This is an optimization exercise on Yosys and OpenROAD, whose aim is small area, a short achievable clock period and few clock cycles, not a production implementation. In this exercise RTL edits were held to simulation tests only and were not proved equivalent to the original. Power is estimated from default activity; no workload was simulated.

==> module icache_nway_ao8, before the edit <==
module icache_nway_ao8 (
    input  logic [7:0] sel,
    input  logic [7:0] d,
    output logic       y
);
    logic n0, n1, n2;
    icache_nway_aoi3 u_a (.s(sel[2:0]), .d(d[2:0]), .y(n0));
    icache_nway_aoi3 u_b (.s(sel[5:3]), .d(d[5:3]), .y(n1));
    assign n2 = !((sel[6] && d[6]) || (sel[7] && d[7]));
    assign y  = !(n0 && n1 && n2);
endmodule
==> module icache_nway_aoi3, before the edit <==
module icache_nway_aoi3 (
    input  logic [2:0] s,
    input  logic [2:0] d,
    output logic       y
);
    assign y = !(|(s & d));
endmodule
Settings: LEC_CHECK=0, CAP_MARGIN=20, CORE_MARGIN=2, CORE_UTILIZATION=60, CTS_CLUSTER_DIAMETER=80, CTS_CLUSTER_SIZE=30, SETUP_SLACK_MARGIN=2.9, SLEW_MARGIN=20, SYNTH_HIERARCHICAL=1, SYNTH_MINIMUM_KEEP_SIZE=0; clock period 8.5 ns.
run.sh (not shown) runs the stock make flow with config.mk's settings and CLKGATE_MAP_FILE= SYNTH_SCRIPT=/design/flow/synth_recipe.tcl, a recipe that flattens the netlist after the stock synthesis.
Testbench counts at the start, summed over its fixed seeds: cycles 28,626.
Next try:
--- a/flow/design.v
+++ b/flow/design.v
@@ -193,16 +193,5 @@
     output logic       y
 );
-    logic n0, n1, n2;
-    icache_nway_aoi3 u_a (.s(sel[2:0]), .d(d[2:0]), .y(n0));
-    icache_nway_aoi3 u_b (.s(sel[5:3]), .d(d[5:3]), .y(n1));
-    assign n2 = !((sel[6] && d[6]) || (sel[7] && d[7]));
-    assign y  = !(n0 && n1 && n2);
-endmodule
-module icache_nway_aoi3 (
-    input  logic [2:0] s,
-    input  logic [2:0] d,
-    output logic       y
-);
-    assign y = !(|(s & d));
+    assign y = |(sel & d);
 endmodule
 module icache_nway_ao2 (
Effect:
- die area goes up by 1.8%
- via count increases by about 1.6%
- area after synthesis is higher by 1.8%
- power stays flat
- wire length is about the same
- worst setup slack improves by 0.19 ns
- non-clock buffer count came out lower by 32
- synthesized cell count rose by about 7%
- combinational power goes down by about 4%
Testbench counts after the change, summed over its fixed seeds: cycles 28,626.

* * *

icache_nway, a different RTL version from the one above (not shown whole).
Size: roughly 4,800 cells after synthesis, about 2,400 flip-flops, ~180 I/O pins, ~69,000 sq um of cells after synthesis.
==> module icache_nway, before the edit <==
module icache_nway #(
    parameter int WAYS = 2,
    parameter int SETS = 8
) (
    input  logic         clk,
    input  logic         rst,
    input  logic         mem_read,
    input  logic [15:0]  mem_address,
    output logic [15:0]  mem_rdata,
    output logic         mem_resp,
    output logic         l2_read,
    output logic [15:0]  l2_address,
    input  logic [127:0] l2_rdata,
    input  logic         l2_resp
    ,
    input  logic         flush
);
    localparam int IW   = $clog2(SETS);
    localparam int TW   = 12 - IW;
    logic [SETS-1:0] valid0, valid1;
    logic [SETS-1:0] lru;                  
    logic [TW-1:0]   tag0  [SETS];
    logic [TW-1:0]   tag1  [SETS];
    logic [127:0]    ring0 [SETS];
    logic [127:0]    ring1 [SETS];
    logic [IW-1:0]   rot;
    logic [127:0]    pend;
    logic            pend_way;
    logic [IW-1:0]   pend_set;
    logic            pend_valid;
    logic            victim_q;
    logic [IW-1:0] idx;
    logic [TW-1:0] tag;
    logic [2:0]    word;
    logic          unused_bit;
    assign tag        = mem_address[15:4+IW];
    assign idx        = mem_address[4+IW-1:4];
    assign word       = mem_address[3:1];
    assign unused_bit = mem_address[0];
    logic [7:0] wsel [4];                   
    for (genvar g = 0; g < 4; g++) begin : g_wdec
        icache_nway_dec3 u_dec (.a(word), .y(wsel[g]));
    end
    logic [SETS-1:0] ssel;
    always_comb begin
        for (int p = 0; p < SETS; p++) ssel[p] = IW'(p) - rot == idx;
    end
    logic [15:0] slot0 [SETS];
    logic [15:0] slot1 [SETS];
    logic [15:0] word0, word1, wordp, wordl2;
    for (genvar b = 0; b < 16; b++) begin : g_bit
        for (genvar p = 0; p < SETS; p++) begin : g_slot
            icache_nway_ao8 u_w0 (
                .sel (wsel[b/4]),
                .d   ({ring0[p][112+b], ring0[p][96+b], ring0[p][80+b], ring0[p][64+b],
                       ring0[p][48+b],  ring0[p][32+b], ring0[p][16+b], ring0[p][b]}),
                .y   (slot0[p][b])
            );
            icache_nway_ao8 u_w1 (
                .sel (wsel[b/4]),
                .d   ({ring1[p][112+b], ring1[p][96+b], ring1[p][80+b], ring1[p][64+b],
                       ring1[p][48+b],  ring1[p][32+b], ring1[p][16+b], ring1[p][b]}),
                .y   (slot1[p][b])
            );
        end
        icache_nway_ao8 u_wp (
            .sel (wsel[b/4]),
            .d   ({pend[112+b], pend[96+b], pend[80+b], pend[64+b],
                   pend[48+b],  pend[32+b], pend[16+b], pend[b]}),
            .y   (wordp[b])
        );
        icache_nway_ao8 u_wl (
            .sel (wsel[b/4]),
            .d   ({l2_rdata[112+b], l2_rdata[96+b], l2_rdata[80+b], l2_rdata[64+b],
                   l2_rdata[48+b],  l2_rdata[32+b], l2_rdata[16+b], l2_rdata[b]}),
            .y   (wordl2[b])
        );
        icache_nway_ao8 u_s0 (
            .sel (ssel),
            .d   ({slot0[7][b], slot0[6][b], slot0[5][b], slot0[4][b],
                   slot0[3][b], slot0[2][b], slot0[1][b], slot0[0][b]}),
            .y   (word0[b])
        );
        icache_nway_ao8 u_s1 (
            .sel (ssel),
            .d   ({slot1[7][b], slot1[6][b], slot1[5][b], slot1[4][b],
                   slot1[3][b], slot1[2][b], slot1[1][b], slot1[0][b]}),
            .y   (word1[b])
        );
    end
    logic [SETS-1:0] iset, e0, e1, pm0, pm1, r0, r1, rp;
    always_comb begin
        for (int s = 0; s < SETS; s++) begin
            iset[s] = idx == IW'(s);
            pm0[s]  = pend_valid && !pend_way && pend_set == IW'(s);
            pm1[s]  = pend_valid &&  pend_way && pend_set == IW'(s);
        end
    end
    for (genvar s = 0; s < SETS; s++) begin : g_tag
        icache_nway_eq u_e0 (.a(tag0[s]), .b(tag), .en(valid0[s]), .y(e0[s]));
        icache_nway_eq u_e1 (.a(tag1[s]), .b(tag), .en(valid1[s]), .y(e1[s]));
    end
    assign r0 = e0 & ~pm0;
    assign r1 = e1 & ~pm1;
    assign rp = (e0 & pm0) | (e1 & pm1);
    logic s0, s1, sp, hit1, hit;
    icache_nway_ao8 u_s0 (.sel(iset), .d(r0), .y(s0));
    icache_nway_ao8 u_s1 (.sel(iset), .d(r1), .y(s1));
    icache_nway_ao8 u_sp (.sel(iset), .d(rp), .y(sp));
    assign hit  = s0 || s1 || sp;
    assign hit1 = |(iset & e1);
    for (genvar b = 0; b < 16; b++) begin : g_out
        icache_nway_ao4 u_o (
            .sel ({l2_resp, sp, s1, s0}),
            .d   ({wordl2[b], wordp[b], word1[b], word0[b]}),
            .y   (mem_rdata[b])
        );
    end
    logic [IW-1:0] ins_set;
    logic          drain;
    assign ins_set = IW'(SETS - 1) - rot;
    assign drain   = pend_valid && pend_set == ins_set;
    logic block;
    assign block = pend_valid && !drain;
    assign mem_resp   = mem_read && (hit || l2_resp);
    assign l2_read    = mem_read && !hit && !block;
    assign l2_address = {mem_address[15:4], 4'b0000};
    logic victim;
    assign victim = |(iset & valid0) ? (|(iset & valid1) ? |(iset & lru) : 1'b1) : 1'b0;
    always_ff @(posedge clk) victim_q <= victim;
    logic fill;
    assign fill = mem_read && l2_resp;
    logic flush_now;
    assign flush_now = flush;
    always_ff @(posedge clk or posedge rst) begin
        if (rst) begin
            valid0 <= '0;
            valid1 <= '0;
            lru    <= '0;
        end else if (flush_now) begin
            valid0 <= '0;
            valid1 <= '0;
            lru    <= '0;
        end else begin
            if (fill) begin
                if (victim_q) valid1[idx] <= 1'b1;
                else          valid0[idx] <= 1'b1;
                lru[idx] <= !victim_q;
            end else if (mem_read && hit) begin
                lru[idx] <= !hit1;
            end
        end
    end
    always_ff @(posedge clk or posedge rst) begin
        if (rst) begin
            rot        <= '0;
            pend_valid <= 1'b0;
        end else begin
            rot <= rot + 1'b1;
            if (fill)       pend_valid <= 1'b1;
            else if (drain) pend_valid <= 1'b0;
        end
    end
    always_ff @(posedge clk) begin
        if (fill) begin
            if (victim_q) tag1[idx] <= tag;
            else          tag0[idx] <= tag;
            pend     <= l2_rdata;
            pend_way <= victim_q;
            pend_set <= idx;
        end
    end
    always_ff @(posedge clk) begin
        ring0[0] <= (drain && !pend_way) ? pend : ring0[SETS-1];
        ring1[0] <= (drain &&  pend_way) ? pend : ring1[SETS-1];
        for (int p = 1; p < SETS; p++) begin
            ring0[p] <= ring0[p-1];
            ring1[p] <= ring1[p-1];
        end
    end
endmodule
==> module icache_nway_dec3, before the edit <==
module icache_nway_dec3 (
    input  logic [2:0] a,
    output logic [7:0] y
);
    always_comb begin
        for (int k = 0; k < 8; k++) y[k] = a == 3'(k);
    end
endmodule
Settings: LEC_CHECK=0, CAP_MARGIN=20, CORE_MARGIN=2, CORE_UTILIZATION=60, CTS_CLUSTER_DIAMETER=80, CTS_CLUSTER_SIZE=30, SETUP_SLACK_MARGIN=2.9, SLEW_MARGIN=20, SYNTH_HIERARCHICAL=1, SYNTH_MINIMUM_KEEP_SIZE=0; clock period 8.5 ns.
Testbench counts at the start, summed over its fixed seeds: cycles 28,626.
Edit:
--- a/flow/design.v
+++ b/flow/design.v
@@ -36,11 +36,11 @@
     assign tag        = mem_address[15:4+IW];
     assign idx        = mem_address[4+IW-1:4];
     assign word       = mem_address[3:1];
     assign unused_bit = mem_address[0];
-    logic [7:0] wsel [4];                   
-    for (genvar g = 0; g < 4; g++) begin : g_wdec
-        icache_nway_dec3 u_dec (.a(word), .y(wsel[g]));
+    logic [7:0] wsel;                       
+    always_comb begin
+        for (int k = 0; k < 8; k++) wsel[k] = word == 3'(k);
     end
     logic [SETS-1:0] ssel;
     always_comb begin
         for (int p = 0; p < SETS; p++) ssel[p] = IW'(p) - rot == idx;
@@ -50,28 +50,28 @@
     logic [15:0] word0, word1, wordp, wordl2;
     for (genvar b = 0; b < 16; b++) begin : g_bit
         for (genvar p = 0; p < SETS; p++) begin : g_slot
             icache_nway_ao8 u_w0 (
-                .sel (wsel[b/4]),
+                .sel (wsel),
                 .d   ({ring0[p][112+b], ring0[p][96+b], ring0[p][80+b], ring0[p][64+b],
                        ring0[p][48+b],  ring0[p][32+b], ring0[p][16+b], ring0[p][b]}),
                 .y   (slot0[p][b])
             );
             icache_nway_ao8 u_w1 (
-                .sel (wsel[b/4]),
+                .sel (wsel),
                 .d   ({ring1[p][112+b], ring1[p][96+b], ring1[p][80+b], ring1[p][64+b],
                        ring1[p][48+b],  ring1[p][32+b], ring1[p][16+b], ring1[p][b]}),
                 .y   (slot1[p][b])
             );
         end
         icache_nway_ao8 u_wp (
-            .sel (wsel[b/4]),
+            .sel (wsel),
             .d   ({pend[112+b], pend[96+b], pend[80+b], pend[64+b],
                    pend[48+b],  pend[32+b], pend[16+b], pend[b]}),
             .y   (wordp[b])
         );
         icache_nway_ao8 u_wl (
-            .sel (wsel[b/4]),
+            .sel (wsel),
             .d   ({l2_rdata[112+b], l2_rdata[96+b], l2_rdata[80+b], l2_rdata[64+b],
                    l2_rdata[48+b],  l2_rdata[32+b], l2_rdata[16+b], l2_rdata[b]}),
             .y   (wordl2[b])
         );
@@ -185,16 +185,8 @@
     output logic       y
 );
     assign y = |(sel & d);
 endmodule
-module icache_nway_dec3 (
-    input  logic [2:0] a,
-    output logic [7:0] y
-);
-    always_comb begin
-        for (int k = 0; k < 8; k++) y[k] = a == 3'(k);
-    end
-endmodule
 module icache_nway_eq #(
     parameter int W = 9
 ) (
     input  logic [W-1:0] a,
Result: Sequential power stays flat. Maximum frequency came out higher by 1.9%. Clock power drops by about 1%. Die area barely changes. Total power shrinks by 0.50%. Worst setup slack gains 110 ps. Final area decreases by about 0.5%. First-iteration DRC count falls by 8.6%. Via count goes down by about 0.5%. Register-to-register slack gets better by 130 ps. Global-route usage goes up by 0.45 points. Utilization shrinks by 0.27 points.
Testbench counts after the change, summed over its fixed seeds: cycles 28,626.

[static timing again, ports no longer ideal]
The flow's constraints put no driver on any port. The routed layouts listed below were extracted and timed again, unchanged, in two steps. Step 1 assumes that a clkbuf_16 drives the clock port and a buf_2 every other input. Step 2 moves the port delays by t, midway between the first and last clock arrival at a register: inputs arrive t later, outputs are due t later. That takes back most of the time a late clock gives input paths. a / b / c = ideal / step 1 / step 2; a / b = the first two.
run | t, ns | setup slack, ns | worst data-port slew with drivers (ns)
the first run of note 1 | 0.785 | 2.657 / 2.559 / 2.559 | 0.19
the second run of note 1 | 0.786 | 2.843 / 2.723 / 2.723 | 0.22
the first run of note 2 | 0.786 | 2.760 / 2.606 / 2.606 | 0.28
the second run of note 2 | 0.778 | 2.867 / 2.774 / 2.774 | 0.18
After both steps every run listed still meets setup and hold. The setup slack of the first run of note 2, which loses most, moves by -0.154 ns with the drivers and by -0.154 ns with both steps.
